Source: an optimization exercise on an open RTL-to-GDS flow (aim: small area). Production flows keep margins and buffers that such runs may drop.
Only simulation tests tie the RTL to the original design; equivalence was not proved.
Power figures rest on the tool's default switching activity, not on a simulated workload.

==> try-indigo <==
Design ballDisplay, start of the top module:
module ballDisplay
(
    input  logic        clk,
    input  logic        reset,
    input  logic        run,
    input  logic [9:0]  ballSize,
    output logic [23:0] rgb,
    output logic [9:0]  pixelX,
    output logic [9:0]  pixelY,
    output logic        displayOn,
    output logic        hSyncN,
    output logic        vSyncN
);
==> flow/config.mk <==
export PLATFORM = sky130hd
export DESIGN_NAME = ballDisplay
export DESIGN_NICKNAME = ballDisplay
export VERILOG_FILES = /design/flow/design.v
export SDC_FILE = /design/flow/constraint.sdc
export NUM_CORES = 4
export LEC_CHECK = 0
export ABC_AREA = 1
export CAP_MARGIN = 20
export CORE_MARGIN = 2
export CORE_UTILIZATION = 40
export SLEW_MARGIN = 20
==> flow/constraint.sdc <==
create_clock -name core_clock -period 12.0 [get_ports {clk}]
set_input_delay 2.4000 -clock core_clock [delete_from_list [all_inputs] [get_ports {clk}]]
set_output_delay 2.4000 -clock core_clock [all_outputs]
set_load 0.01 [all_outputs]
standard.sh (not shown) runs the stock make flow with config.mk's settings and CLKGATE_MAP_FILE= SYNTH_SCRIPT=/design/flow/synth_recipe.tcl, a recipe that flattens the netlist after the stock synthesis.
==> flow/flow/run.sh <==
#!/bin/bash
# The standard layout (the standard.sh: standard synthesis, floorplan, placement, CTS,
# routing, finish) with three ORFS settings changed:
# * the buffer that placement puts on every input and output port is the smallest buffer,
#   sky130_fd_sc_hd__buf_1, instead of the one buffer_ports picks itself (every port still gets
#   its own buffer);
# * clock tree synthesis builds the tree from clkbuf_4 and clkbuf_8 only (not clkbuf_16) and
#   adds no dummy load cells;
# * after floorplan, flow/restructure.tcl (POST_FLOORPLAN_TCL) re-maps the logic for area with
#   OpenROAD's restructure (ABC; registers untouched), on a copy of the library without the
#   platform's don't-use cells (flow/filter_lib.py), and then flow/downsize.tcl sets every logic
#   cell to the smallest drive strength of its cell family; the flow's later repairs size up where
#   needed.
set -euo pipefail
export BUFFER_PORTS_ARGS="-buffer_cell sky130_fd_sc_hd__buf_1"
export CTS_ARGS="-sink_clustering_enable -repair_clock_nets -root_buf sky130_fd_sc_hd__clkbuf_8 -buf_list sky130_fd_sc_hd__clkbuf_8 -sink_clustering_size 30 -sink_clustering_max_diameter 200 -dont_use_dummy_load"
export POST_FLOORPLAN_TCL="$PWD/flow/restructure.tcl"
bash standard.sh finish > standard_flow.log 2>&1
==> flow/flow/downsize.tcl <==
# Run after floorplan (POST_FLOORPLAN_TCL): give every logic cell the smallest drive strength of its
# own cell family (same function, e.g. nand2_4 -> nand2_1), undoing the sizing synthesis did without
# placement. Placement's repair_design and the later timing repairs size cells up again where slew,
# capacitance or timing need it. Flip-flops, clock cells, adders, tie and tap cells are left alone.
set count 0
set saved 0.0
foreach inst [get_cells *] {
  set ref [get_property $inst ref_name]
  if {![regexp {^(sky130_fd_sc_hd__([a-z0-9]+))_([0-9]+)$} $ref -> base family size]} { continue }
  if {[regexp {^(df|dl|sdf|edf|sedf|clk|tap|conb|fill|decap|diode|ha|fa|lpflow|probe|bufbuf|bufinv|ebuf|einv)} $family]} { continue }
  set area [get_property [get_lib_cells $ref] area]
  set best ""
  set best_area $area
  foreach lc [get_lib_cells ${base}_*] {
    set name [get_property $lc name]
    if {![regexp "^${base}_\[0-9\]+\$" $name]} { continue }
    if {[get_property $lc dont_use]} { continue }
    set a [get_property $lc area]
    if {$a < $best_area} { set best $name; set best_area $a }
  }
  if {$best ne ""} {
    replace_cell $inst $best
    incr count
    set saved [expr {$saved + $area - $best_area}]
  }
}
puts "downsize: $count cells made smaller, [format %.1f $saved] um2 less"
==> flow/flow/filter_lib.py <==
"""Copy a liberty file without the cells named on the command line (the platform's don't-use
cells), so that restructure's ABC mapping cannot pick them.
usage: filter_lib.py IN OUT CELL..."""
import re
import sys

src, dst, drop = sys.argv[1], sys.argv[2], set(sys.argv[3:])
text = open(src).read()
out = []
pos = 0
for m in re.finditer(r'\n[ \t]*cell\s*\(\s*"?([\w]+)"?\s*\)\s*\{', text):
    if m.start() < pos or m.group(1) not in drop:
        continue
    depth = 0
    i = m.end() - 1
    while True:
        c = text[i]
        if c == '{':
            depth += 1
        elif c == '}':
            depth -= 1
            if depth == 0:
                break
        i += 1
    out.append(text[pos:m.start()])
    pos = i + 1
out.append(text[pos:])
open(dst, 'w').write(''.join(out))
==> flow/flow/restructure.tcl <==
# Run after floorplan (POST_FLOORPLAN_TCL): re-map the logic for area with OpenROAD's restructure
# (ABC, registers untouched) on a copy of the library without the platform's don't-use cells, then
# give every logic cell the smallest drive strength of its family (downsize.tcl).
set here [file dirname [file normalize [info script]]]
set work [file dirname $here]
file mkdir $work/rmp_work
set lib $work/rmp_work/restructure.lib
exec python3 $here/filter_lib.py [lindex $::env(LIB_FILES) 0] $lib {*}$::env(DONT_USE_CELLS)
set before [rsz::design_area]
restructure -liberty_file $lib -target area -tielo_port sky130_fd_sc_hd__conb_1/LO \
  -tiehi_port sky130_fd_sc_hd__conb_1/HI -work_dir $work/rmp_work -abc_logfile $work/rmp_abc.log
puts "restructure: design area [format %.1f [expr {$before * 1e12}]] -> [format %.1f [expr {[rsz::design_area] * 1e12}]] um2"
source $here/downsize.tcl
==> try-delta (differences from try-indigo) <==
==> flow/flow/run.sh (replaced) <==
#!/bin/bash
# The standard layout (the standard.sh: standard synthesis, floorplan, placement, CTS,
# routing, finish) with two ORFS settings changed:
# * the buffer that placement puts on every input and output port is the smallest buffer,
#   sky130_fd_sc_hd__buf_1, instead of the one buffer_ports picks itself (every port still gets
#   its own buffer);
# * clock tree synthesis builds the tree from clkbuf_4 and clkbuf_8 only (not clkbuf_16) and
#   adds no dummy load cells.
set -euo pipefail
export BUFFER_PORTS_ARGS="-buffer_cell sky130_fd_sc_hd__buf_1"
export CTS_ARGS="-sink_clustering_enable -repair_clock_nets -buf_list \"sky130_fd_sc_hd__clkbuf_4 sky130_fd_sc_hd__clkbuf_8\" -dont_use_dummy_load"
bash standard.sh finish > standard_flow.log 2>&1
removed: flow/flow/downsize.tcl
removed: flow/flow/filter_lib.py
removed: flow/flow/restructure.tcl
==> try-lagoon (differences from try-indigo) <==
==> flow/flow/run.sh (replaced) <==
#!/bin/bash
# The standard layout (the standard.sh: standard synthesis, floorplan, placement, CTS,
# routing, finish) with three ORFS settings changed:
# * the buffer that placement puts on every input and output port is the smallest buffer,
#   sky130_fd_sc_hd__buf_1, instead of the one buffer_ports picks itself (every port still gets
#   its own buffer);
# * clock tree synthesis builds the tree from clkbuf_4 below a clkbuf_8 root (not clkbuf_16)
#   and adds no dummy load cells;
# * after floorplan, flow/restructure.tcl (POST_FLOORPLAN_TCL) re-maps the logic for area with
#   OpenROAD's restructure (ABC; registers untouched), twice, on a copy of the library without the
#   platform's don't-use cells (flow/filter_lib.py), ties again any constant output whose tie cell
#   the re-mapping dropped, and then flow/downsize.tcl sets every logic cell to the smallest drive
#   strength of its cell family; the flow's later repairs size up where needed.
set -euo pipefail
export BUFFER_PORTS_ARGS="-buffer_cell sky130_fd_sc_hd__buf_1"
export CTS_ARGS="-sink_clustering_enable -repair_clock_nets -root_buf sky130_fd_sc_hd__clkbuf_8 -buf_list sky130_fd_sc_hd__clkbuf_4 -dont_use_dummy_load"
export POST_FLOORPLAN_TCL="$PWD/flow/restructure.tcl"
bash standard.sh finish > standard_flow.log 2>&1
==> flow/flow/restructure.tcl (replaced) <==
# Run after floorplan (POST_FLOORPLAN_TCL): re-map the logic for area with OpenROAD's restructure
# (ABC; registers untouched), twice, on a copy of the library without the platform's don't-use
# cells; re-tie any output port whose constant driver the re-mapping dropped; then give every logic
# cell the smallest drive strength of its family (downsize.tcl).
set here [file dirname [file normalize [info script]]]
set work [file dirname $here]
file mkdir $work/rmp_work
set lib $work/rmp_work/restructure.lib
exec python3 $here/filter_lib.py [lindex $::env(LIB_FILES) 0] $lib {*}$::env(DONT_USE_CELLS)

set block [ord::get_db_block]
# the constant each output port carries, if it is driven by a tie cell through buffers and
# inverters: 0 or 1
proc driver_iterm {net} {
  foreach it [$net getITerms] {
    if {[$it isOutputSignal]} { return $it }
  }
  return ""
}
proc constant_of {net depth} {
  if {$depth > 8} { return "" }
  set it [driver_iterm $net]
  if {$it eq ""} { return "" }
  set master [[[$it getInst] getMaster] getName]
  if {$master eq "sky130_fd_sc_hd__conb_1"} {
    return [expr {[[$it getMTerm] getName] eq "HI" ? 1 : 0}]
  }
  if {![regexp {^sky130_fd_sc_hd__(buf|clkbuf|inv|clkinv)_[0-9]+$} $master -> kind]} { return "" }
  set in [[$it getInst] findITerm A]
  if {$in eq "NULL" || [$in getNet] eq "NULL"} { return "" }
  set v [constant_of [$in getNet] [expr {$depth + 1}]]
  if {$v eq ""} { return "" }
  if {[string match *inv $kind]} { set v [expr {1 - $v}] }
  return $v
}
set tied {}
foreach bterm [$block getBTerms] {
  if {[$bterm getIoType] ne "OUTPUT" || [$bterm getNet] eq "NULL"} { continue }
  set v [constant_of [$bterm getNet] 0]
  if {$v ne ""} { dict set tied [$bterm getName] [expr {$v ? "HI" : "LO"}] }
}
puts "restructure: constant outputs [dict keys $tied]"

set before [rsz::design_area]
foreach pass {1 2} {
  restructure -liberty_file $lib -target area -tielo_port sky130_fd_sc_hd__conb_1/LO \
    -tiehi_port sky130_fd_sc_hd__conb_1/HI -work_dir $work/rmp_work -abc_logfile $work/rmp_abc$pass.log
  puts "restructure pass $pass: design area [format %.1f [expr {$before * 1e12}]] -> [format %.1f [expr {[rsz::design_area] * 1e12}]] um2"
}

set tie_master [[ord::get_db] findMaster sky130_fd_sc_hd__conb_1]
dict for {port pin} $tied {
  set net [[$block findBTerm $port] getNet]
  set driven 0
  foreach it [$net getITerms] {
    if {[$it isOutputSignal]} { set driven 1 }
  }
  if {!$driven} {
    set inst [odb::dbInst_create $block $tie_master "retie_[regsub -all {[^A-Za-z0-9_]} $port _]"]
    [$inst findITerm $pin] connect $net
    puts "restructure: output $port tied again ($pin)"
  }
}

source $here/downsize.tcl
Settings changed: CORE_UTILIZATION 40 to 80.
==> notes <==
First-iteration DRC count: try-delta < try-indigo < try-lagoon. Critical path depth is the same in try-indigo and try-lagoon. In die area, try-delta and try-indigo do not differ. Sequential cell count is the same in try-lagoon and try-indigo. Of try-lagoon and try-indigo, try-indigo has the higher combinational power (gap about 3%, measured against try-indigo). Cell count: try-indigo is larger than try-lagoon (about 12%).
==> figures <==
| item | try-delta | try-lagoon | try-indigo |
|---|---|---|---|
| Run status | finished clean | finished clean | finished clean |
| Starting DRC count in detailed routing | 402 | 740 | 596 |
| Placed Cells incl. Taps | 1341 | 1223 | 1369 |
| Arr. time, crit path | 10.87 ns | 11.15 ns | 10.83 ns |
| Routed wire length per instance | 14.36 um | 15.16 um | 14.83 um |
| Combinational logic power | 0.0000625 W | 0.0000623 W | 0.0000639 W |
| Count of inserted tapcells | 270 | 136 | 270 |
| Placeable core region | 0.02030 mm^2 | 0.01018 mm^2 | 0.02030 mm^2 |
| Clock-cell share | 0.02663 | 0.01719 | 0.02886 |
| Reg2reg setup slack | 1.42 ns | 1.12 ns | 1.46 ns |
| Required time of the critical path | 12.29 ns | 12.26 ns | 12.29 ns |
| Die Span X | 148.1 um | 105.9 um | 148.1 um |
| Non-clock buffers | 59 | 66 | 66 |
| Largest vdd supply drop | 0.05872 mV | 0.09233 mV | 0.06672 mV |

==> what the ideal ports hide <==
The results above use ideal ports. As a check the final layouts listed here were re-extracted and re-timed, cells and wires unchanged.
Step 1, drivers: a clkbuf_16 drives clk and a buf_2 each remaining input, both assumed.
Step 2 moves the port delays by t, midway between the first and last clock arrival at a register: inputs arrive t later, outputs are due t later. That takes back most of the time a late clock gives input paths.
Three values: no drivers, after step 1, after step 2; two values: the first two.
run | t, ns | slack for setup (ns) | worst setup path after step 2 | clock arrival spread, ns | cell pins on the clock port's net
try-indigo | 0.474 | 1.460 / 1.460 / 1.460 | register to register | 0.030 / 0.030 | 1
try-delta | 0.471 | 1.416 / 1.416 / 1.416 | register to register | 0.025 / 0.025 | 1
try-lagoon | 0.436 | 1.115 / 1.115 / 1.115 | register to register | 0.039 / 0.039 | 1
After both steps every run listed still meets setup and hold.
